What follows belongs to an exercise in optimizing a design on an open flow for small area; a production flow would make more cautious choices.
In this exercise RTL edits were held to simulation tests only and were not proved equivalent to the original.
No activity file was given, so power comes from the tool's default toggle rates.

zinc:
==> module exAdder, before the edit <==
module exAdder #(parameter int N = 32) (
    input  wire [N-1:0] a,
    input  wire [N-1:0] b,
    input  wire         cin,
    output wire [N-1:0] s,
    output wire         cout,
    output wire [N-1:0] p,
    output wire [N-1:0] g
);
    wire [N:0] c;
    exPropGen #(N) u_pg  (.a(a), .b(b), .p(p), .g(g));
    exPrefix  #(N) u_pfx (.p(p), .g(g), .cin(cin), .c(c));
    exXor     #(N) u_sum (.a(p), .b(c[N-1:0]), .y(s));
    assign cout = c[N];
endmodule
==> module exMux, before the edit <==
module exMux (input wire a, b, s, output wire y);
    assign y = s ? b : a;
endmodule
==> module exShiftRight, before the edit <==
module exShiftRight (
    input  wire [31:0] a,
    input  wire        fill,
    input  wire [4:0]  sh,
    output wire [31:0] y
);
    wire [31:0] st [0:5];
    wire        fillN = ~fill;
    assign st[0] = a;
    genvar k, i;
    generate
        for (k = 0; k < 5; k++) begin : g_st
            localparam int SP = 1 << k;
            wire f = (k % 2 == 0) ? fill : fillN;
            for (i = 0; i < 32; i++) begin : g_bit
                wire hi = (i + SP < 32) ? st[k][(i + SP) % 32] : f;
                if (k < 4) begin : g_inv
                    exMuxI u (.a(st[k][i]), .b(hi), .s(sh[k]), .y(st[k+1][i]));
                end else begin : g_pos
                    exMux u (.a(st[k][i]), .b(hi), .s(sh[k]), .y(st[k+1][i]));
                end
            end
        end
    endgenerate
    assign y = st[5];
endmodule
==> module exOpA, before the edit <==
module exOpA (
    input  wire [31:0] rs1,
    input  wire [31:0] pc,
    input  wire        selRs1,
    input  wire        selRev,
    input  wire        selPc,
    output logic [31:0] a
);
    always_comb begin
        for (int i = 0; i < 32; i++) begin
            a[i] = (selRs1 & rs1[i]) | (selRev & rs1[31 - i]) | (selPc & pc[i]);
        end
    end
endmodule
==> module rvExec, before the edit <==
module rvExec (
    input  wire  [31:0] instr,
    input  wire         instrValid,
    input  wire  [31:0] rs1v,
    input  wire  [31:0] rs2v,
    input  wire  [29:0] pcq,        
    input  wire         rstN,
    output wire  [31:0] wd,         
    output wire  [29:0] npc,        
    output wire         wrEn        
);
    wire [4:0] op = instr[6:2];
    wire [2:0] f3 = instr[14:12];
    wire [4:0] rd = instr[11:7];
    wire       v  = instrValid;
    wire isOp    = (op == 5'b01100);
    wire isOpI   = (op == 5'b00100);
    wire isLui   = (op == 5'b01101);
    wire isAuipc = (op == 5'b00101);
    wire isJal   = (op == 5'b11011);
    wire isJalr  = (op == 5'b11001);
    wire isBr    = (op == 5'b11000);
    wire isAlu   = isOp | isOpI;
    assign wrEn  = v & (isAlu | isLui | isAuipc | isJal | isJalr) & (rd != 5'd0);
    wire        left = isAlu & (f3 == 3'b001);
    wire [31:0] pcv  = {pcq, 2'b00};
    wire [31:0] a, b, bx;
    exOpA u_opA (
        .rs1(rs1v), .pc(pcv),
        .selRs1((isAlu & ~left) | isBr), .selRev(left), .selPc(isAuipc | isJal | isJalr),
        .a(a)
    );
    exOpB u_opB (
        .rs2(rs2v), .instr(instr),
        .selRs2(isOp | isBr), .selI(isOpI), .selU(isLui | isAuipc), .sel4(isJal | isJalr),
        .b(b)
    );
    wire sub = isBr | (isAlu & (f3 == 3'b010 || f3 == 3'b011)) |
               (isOp & (f3 == 3'b000) & instr[30]);
    exXor #(32) u_inv (.a(b), .b({32{sub}}), .y(bx));
    wire [31:0] sum, p, g;
    wire        cout;
    exAdder #(32) u_add (.a(a), .b(bx), .cin(sub), .s(sum), .cout(cout), .p(p), .g(g));
    wire ltu = ~cout;
    wire lt  = (a[31] ^ b[31]) ? a[31] : sum[31];
    wire eq  = &p;                        
    wire [31:0] sr;
    exShiftRight u_sh (
        .a(a), .fill(isAlu & (f3 == 3'b101) & instr[30] & a[31]), .sh(b[4:0]), .y(sr)
    );
    wire eSum = rstN & ((isAlu & (f3 == 3'b000)) | isLui | isAuipc | isJal | isJalr);
    wire eSr  = rstN & isAlu & (f3 == 3'b101);
    wire eSl  = rstN & left;
    wire eP   = rstN & isAlu & (f3 == 3'b100 || f3 == 3'b110);    
    wire eG   = rstN & isAlu & (f3 == 3'b110 || f3 == 3'b111);    
    wire slt  = rstN & isAlu & (((f3 == 3'b010) & lt) | ((f3 == 3'b011) & ltu));
    wire [31:0] res;
    genvar k;
    generate
        for (k = 0; k < 32; k++) begin : g_res
            exResultBit u (
                .sum(sum[k]), .sr(sr[k]), .sl(sr[31 - k]), .p(p[k]), .g(g[k]),
                .eSum(eSum), .eSr(eSr), .eSl(eSl), .eP(eP), .eG(eG), .y(res[k])
            );
        end
    endgenerate
    assign wd = {res[31:1], res[0] | slt};
    logic cond;
    always_comb begin
        case (f3[2:1])
            2'b00:   cond = eq;
            2'b10:   cond = lt;
            2'b11:   cond = ltu;
            default: cond = 1'b1;
        endcase
    end
    wire taken = isBr & (cond ^ f3[0]) & (f3[2:1] != 2'b01);
    wire jalr  = v & isJalr;
    wire [31:2] base, off;
    exPcBase u_base (.rs1(rs1v[31:2]), .pc(pcq), .selRs1(jalr), .selPc(~jalr), .y(base));
    exPcOff  u_off  (.instr(instr), .selB(v & isBr), .selJ(v & isJal), .selI(jalr), .off(off));
    wire c2 = jalr & ((rs1v[1] & instr[21]) | ((rs1v[1] | instr[21]) & rs1v[0] & instr[20]));
    wire [29:0] tgt, np, ng, inc;
    wire        nco;
    exAdder #(30) u_pcAdd (.a(base), .b(off), .cin(c2), .s(tgt), .cout(nco), .p(np), .g(ng));
    exPcInc u_inc (.pc(pcq), .y(inc));
    wire useTgt = ~v | taken | isJal | isJalr;
    exPcSel u_sel (.sum(tgt), .inc(inc), .selSum(useTgt), .selInc(~useTgt), .y(npc));
endmodule
clock: 11.0 ns
lec_check: 0
cap_margin: 20
core_margin: 2
core_utilization: 60
cts_buf_list: sky130_fd_sc_hd__clkbuf_8
cts_cluster_diameter: 50
cts_cluster_size: 12
slew_margin: 20
synth_hierarchical: 1
synth_minimum_keep_size: 0
standard.sh (not shown) runs the stock make flow with config.mk's settings and CLKGATE_MAP_FILE= SYNTH_SCRIPT=/design/flow/synth_recipe.tcl, a recipe that flattens the netlist after the stock synthesis.
==> flow/flow/run.sh <==
#!/bin/bash
# Layout flow: the standard synthesis and layout (standard.sh), with
#  - every combinational cell of the synthesized netlist swapped to the
#    smallest cell of its family before floorplanning (the placement's
#    repair steps size up what timing, slew and load need),
#  - sky130_fd_sc_hd__buf_1 as the port buffers,
#  - a clock tree of clkbuf_8 without dummy loads.
# Each step's full output goes to a log file in this folder.
set -euo pipefail
bash standard.sh synth > log_synth.txt 2>&1
export DS_ODB=$PWD/orfs/results/sky130hd/rvCore/base/1_synth.odb
openroad -no_splash -exit flow/downsize.tcl > log_downsize.txt 2>&1
export BUFFER_PORTS_ARGS="-buffer_cell sky130_fd_sc_hd__buf_1"
export CTS_ARGS="-sink_clustering_enable -repair_clock_nets -buf_list sky130_fd_sc_hd__clkbuf_8 -sink_clustering_size 14 -sink_clustering_max_diameter 60 -dont_use_dummy_load"
bash standard.sh > log_layout.txt 2>&1
==> flow/flow/downsize.tcl <==
# Swap every combinational cell of the synthesized netlist to the smallest
# cell of the same family (same function, other drive strength).
# usage: openroad -exit downsize.tcl  with env DS_ODB (in/out)
read_db $::env(DS_ODB)
set db [ord::get_db]
# families: base name -> list of {master area drive}
array set fam {}
foreach lib [$db getLibs] {
  foreach m [$lib getMasters] {
    set n [$m getName]
    if {![regexp {^(sky130_fd_sc_hd__[a-z0-9]+)_([0-9]+)$} $n -> base drv]} { continue }
    if {[string match "*lpflow*" $n] || [string match "*probe*" $n]} { continue }
    lappend fam($base) [list $m [expr {[$m getWidth] * [$m getHeight]}] $drv]
  }
}
set swapped 0; set saved 0
foreach inst [[ord::get_db_block] getInsts] {
  set m [$inst getMaster]
  set n [$m getName]
  if {![regexp {^(sky130_fd_sc_hd__[a-z0-9]+)_([0-9]+)$} $n -> base drv]} { continue }
  # keep flip-flops, latches, tie cells and buffers as they are
  if {[regexp {__(df|dl|edf|sdf|sedf|conb|buf|clkbuf|tap|fill|decap|diode)} $n]} { continue }
  set best $m; set ba [expr {[$m getWidth] * [$m getHeight]}]; set bd $drv
  foreach e $fam($base) {
    lassign $e cm ca cd
    if {$ca < $ba || ($ca == $ba && $cd > $bd)} { set best $cm; set ba $ca; set bd $cd }
  }
  if {$best ne $m} {
    set old [expr {[$m getWidth] * [$m getHeight]}]
    if {[$inst swapMaster $best]} {
      incr swapped
      set saved [expr {$saved + ($old - $ba) / 1e6}]
    }
  }
}
puts "downsize: swapped $swapped cells, saved $saved um2"
write_db $::env(DS_ODB)
For harbor, these inputs were changed with respect to zinc:
--- a/flow/design.v
+++ b/flow/design.v
@@ -9,10 +9,19 @@
     output wire [N-1:0] g
 );
     assign p = a ^ b;
     assign g = a & b;
 endmodule
+module exPropGenN #(parameter int N = 32) (
+    input  wire [N-1:0] aN,
+    input  wire [N-1:0] b,
+    output wire [N-1:0] p,
+    output wire [N-1:0] g
+);
+    assign p = ~(aN ^ b);
+    assign g = ~aN & b;
+endmodule
 module exPrefix #(parameter int N = 32) (
     input  wire [N-1:0] p,
     input  wire [N-1:0] g,
     input  wire         cin,
     output wire [N:0]   c        
@@ -53,52 +62,51 @@
     input  wire [N-1:0] b,
     output wire [N-1:0] y
 );
     assign y = a ^ b;
 endmodule
-module exAdder #(parameter int N = 32) (
+module exAdder #(parameter int N = 32, parameter bit AINV = 1'b0) (   
     input  wire [N-1:0] a,
     input  wire [N-1:0] b,
     input  wire         cin,
     output wire [N-1:0] s,
     output wire         cout,
     output wire [N-1:0] p,
     output wire [N-1:0] g
 );
     wire [N:0] c;
-    exPropGen #(N) u_pg  (.a(a), .b(b), .p(p), .g(g));
+    generate
+        if (AINV) begin : g_inv
+            exPropGenN #(N) u_pg (.aN(a), .b(b), .p(p), .g(g));
+        end else begin : g_pos
+            exPropGen  #(N) u_pg (.a(a), .b(b), .p(p), .g(g));
+        end
+    endgenerate
     exPrefix  #(N) u_pfx (.p(p), .g(g), .cin(cin), .c(c));
     exXor     #(N) u_sum (.a(p), .b(c[N-1:0]), .y(s));
     assign cout = c[N];
 endmodule
 module exMuxI (input wire a, b, s, output wire y);
     assign y = ~(s ? b : a);
 endmodule
-module exMux (input wire a, b, s, output wire y);
-    assign y = s ? b : a;
-endmodule
 module exShiftRight (
-    input  wire [31:0] a,
+    input  wire [31:0] aN,
     input  wire        fill,
     input  wire [4:0]  sh,
     output wire [31:0] y
 );
     wire [31:0] st [0:5];
     wire        fillN = ~fill;
-    assign st[0] = a;
+    assign st[0] = aN;
     genvar k, i;
     generate
         for (k = 0; k < 5; k++) begin : g_st
             localparam int SP = 1 << k;
-            wire f = (k % 2 == 0) ? fill : fillN;
+            wire f = (k % 2 == 0) ? fillN : fill;
             for (i = 0; i < 32; i++) begin : g_bit
                 wire hi = (i + SP < 32) ? st[k][(i + SP) % 32] : f;
-                if (k < 4) begin : g_inv
-                    exMuxI u (.a(st[k][i]), .b(hi), .s(sh[k]), .y(st[k+1][i]));
-                end else begin : g_pos
-                    exMux u (.a(st[k][i]), .b(hi), .s(sh[k]), .y(st[k+1][i]));
-                end
+                exMuxI u (.a(st[k][i]), .b(hi), .s(sh[k]), .y(st[k+1][i]));
             end
         end
     endgenerate
     assign y = st[5];
 endmodule
@@ -106,15 +114,15 @@
     input  wire [31:0] rs1,
     input  wire [31:0] pc,
     input  wire        selRs1,
     input  wire        selRev,
     input  wire        selPc,
-    output logic [31:0] a
+    output logic [31:0] aN
 );
     always_comb begin
         for (int i = 0; i < 32; i++) begin
-            a[i] = (selRs1 & rs1[i]) | (selRev & rs1[31 - i]) | (selPc & pc[i]);
+            aN[i] = ~((selRs1 & rs1[i]) | (selRev & rs1[31 - i]) | (selPc & pc[i]));
         end
     end
 endmodule
 module exOpB (
     input  wire [31:0] rs2,
@@ -290,15 +298,15 @@
     wire isBr    = (op == 5'b11000);
     wire isAlu   = isOp | isOpI;
     assign wrEn  = v & (isAlu | isLui | isAuipc | isJal | isJalr) & (rd != 5'd0);
     wire        left = isAlu & (f3 == 3'b001);
     wire [31:0] pcv  = {pcq, 2'b00};
-    wire [31:0] a, b, bx;
+    wire [31:0] aN, b, bx;       
     exOpA u_opA (
         .rs1(rs1v), .pc(pcv),
         .selRs1((isAlu & ~left) | isBr), .selRev(left), .selPc(isAuipc | isJal | isJalr),
-        .a(a)
+        .aN(aN)
     );
     exOpB u_opB (
         .rs2(rs2v), .instr(instr),
         .selRs2(isOp | isBr), .selI(isOpI), .selU(isLui | isAuipc), .sel4(isJal | isJalr),
         .b(b)
@@ -306,17 +314,18 @@
     wire sub = isBr | (isAlu & (f3 == 3'b010 || f3 == 3'b011)) |
                (isOp & (f3 == 3'b000) & instr[30]);
     exXor #(32) u_inv (.a(b), .b({32{sub}}), .y(bx));
     wire [31:0] sum, p, g;
     wire        cout;
-    exAdder #(32) u_add (.a(a), .b(bx), .cin(sub), .s(sum), .cout(cout), .p(p), .g(g));
+    exAdder #(32, 1'b1) u_add (.a(aN), .b(bx), .cin(sub), .s(sum), .cout(cout), .p(p), .g(g));
     wire ltu = ~cout;
-    wire lt  = (a[31] ^ b[31]) ? a[31] : sum[31];
+    wire a31 = ~aN[31];
+    wire lt  = (a31 ^ b[31]) ? a31 : sum[31];
     wire eq  = &p;                        
     wire [31:0] sr;
     exShiftRight u_sh (
-        .a(a), .fill(isAlu & (f3 == 3'b101) & instr[30] & a[31]), .sh(b[4:0]), .y(sr)
+        .aN(aN), .fill(isAlu & (f3 == 3'b101) & instr[30] & a31), .sh(b[4:0]), .y(sr)
     );
     wire eSum = rstN & ((isAlu & (f3 == 3'b000)) | isLui | isAuipc | isJal | isJalr);
     wire eSr  = rstN & isAlu & (f3 == 3'b101);
     wire eSl  = rstN & left;
     wire eP   = rstN & isAlu & (f3 == 3'b100 || f3 == 3'b110);    
[summary]
- When harbor is set beside zinc, its power after layout turns out to be about 0.4% larger.
- Looking only at critical path depth, and setting everything else aside, the higher value of zinc and harbor goes to harbor.
- Between zinc and harbor, the difference in post-synthesis average cell area is negligible.
- Compared with zinc, harbor shows number of antenna violations at the first check in global routing that has gone down by more than 10%.
- Comparing worst supply voltage drop on vdd for zinc and harbor, the smaller number came from harbor.
- STATUS design area: harbor loses against zinc
- Count of inverters not on the clock network in the layout ended up about 2% lower on harbor than on zinc.
- Relative to zinc, final routed wire length divided by cell count has gone up in harbor.
- Changes observed in harbor relative to zinc: sum of routed wire length over all layers grew by about 1.5%, clock buffer and inverter area fraction after layout saw little to no change.
- Re buffers inserted during post-CTS setup optimization: no difference whatsoever between zinc and harbor.
- There was hardly any difference in I/O pin count between harbor and zinc.
- Of zinc and harbor, the run reporting the higher non-clock buffer count was harbor.
- On post-placement worst setup slack, zinc loses to harbor.

==> separate check: timing with driven ports <==
Ports are ideal in the flow. The routed layouts listed here were re-timed in OpenROAD. Step 1, drivers: a clkbuf_16 drives clk and a buf_2 each remaining input, both assumed. Step 2 also shifts input and output timing later by t, the mid clock arrival at the registers, as if the neighbouring blocks saw the same clock. a / b / c = ideal / step 1 / step 2; a / b = the first two.
run | t (ns) | slack for setup (ns) | worst register clock-pin slew, ns
zinc | 0.849 | 1.146 / 1.192 / 0.343 | 0.11 / 0.11
harbor | 0.857 | 1.290 / 1.334 / 0.477 | 0.10 / 0.10
After both steps setup and hold are still met in every run listed. For harbor, which loses most, drivers alone change the setup slack by +0.044 ns; drivers and shift together by -0.813 ns.
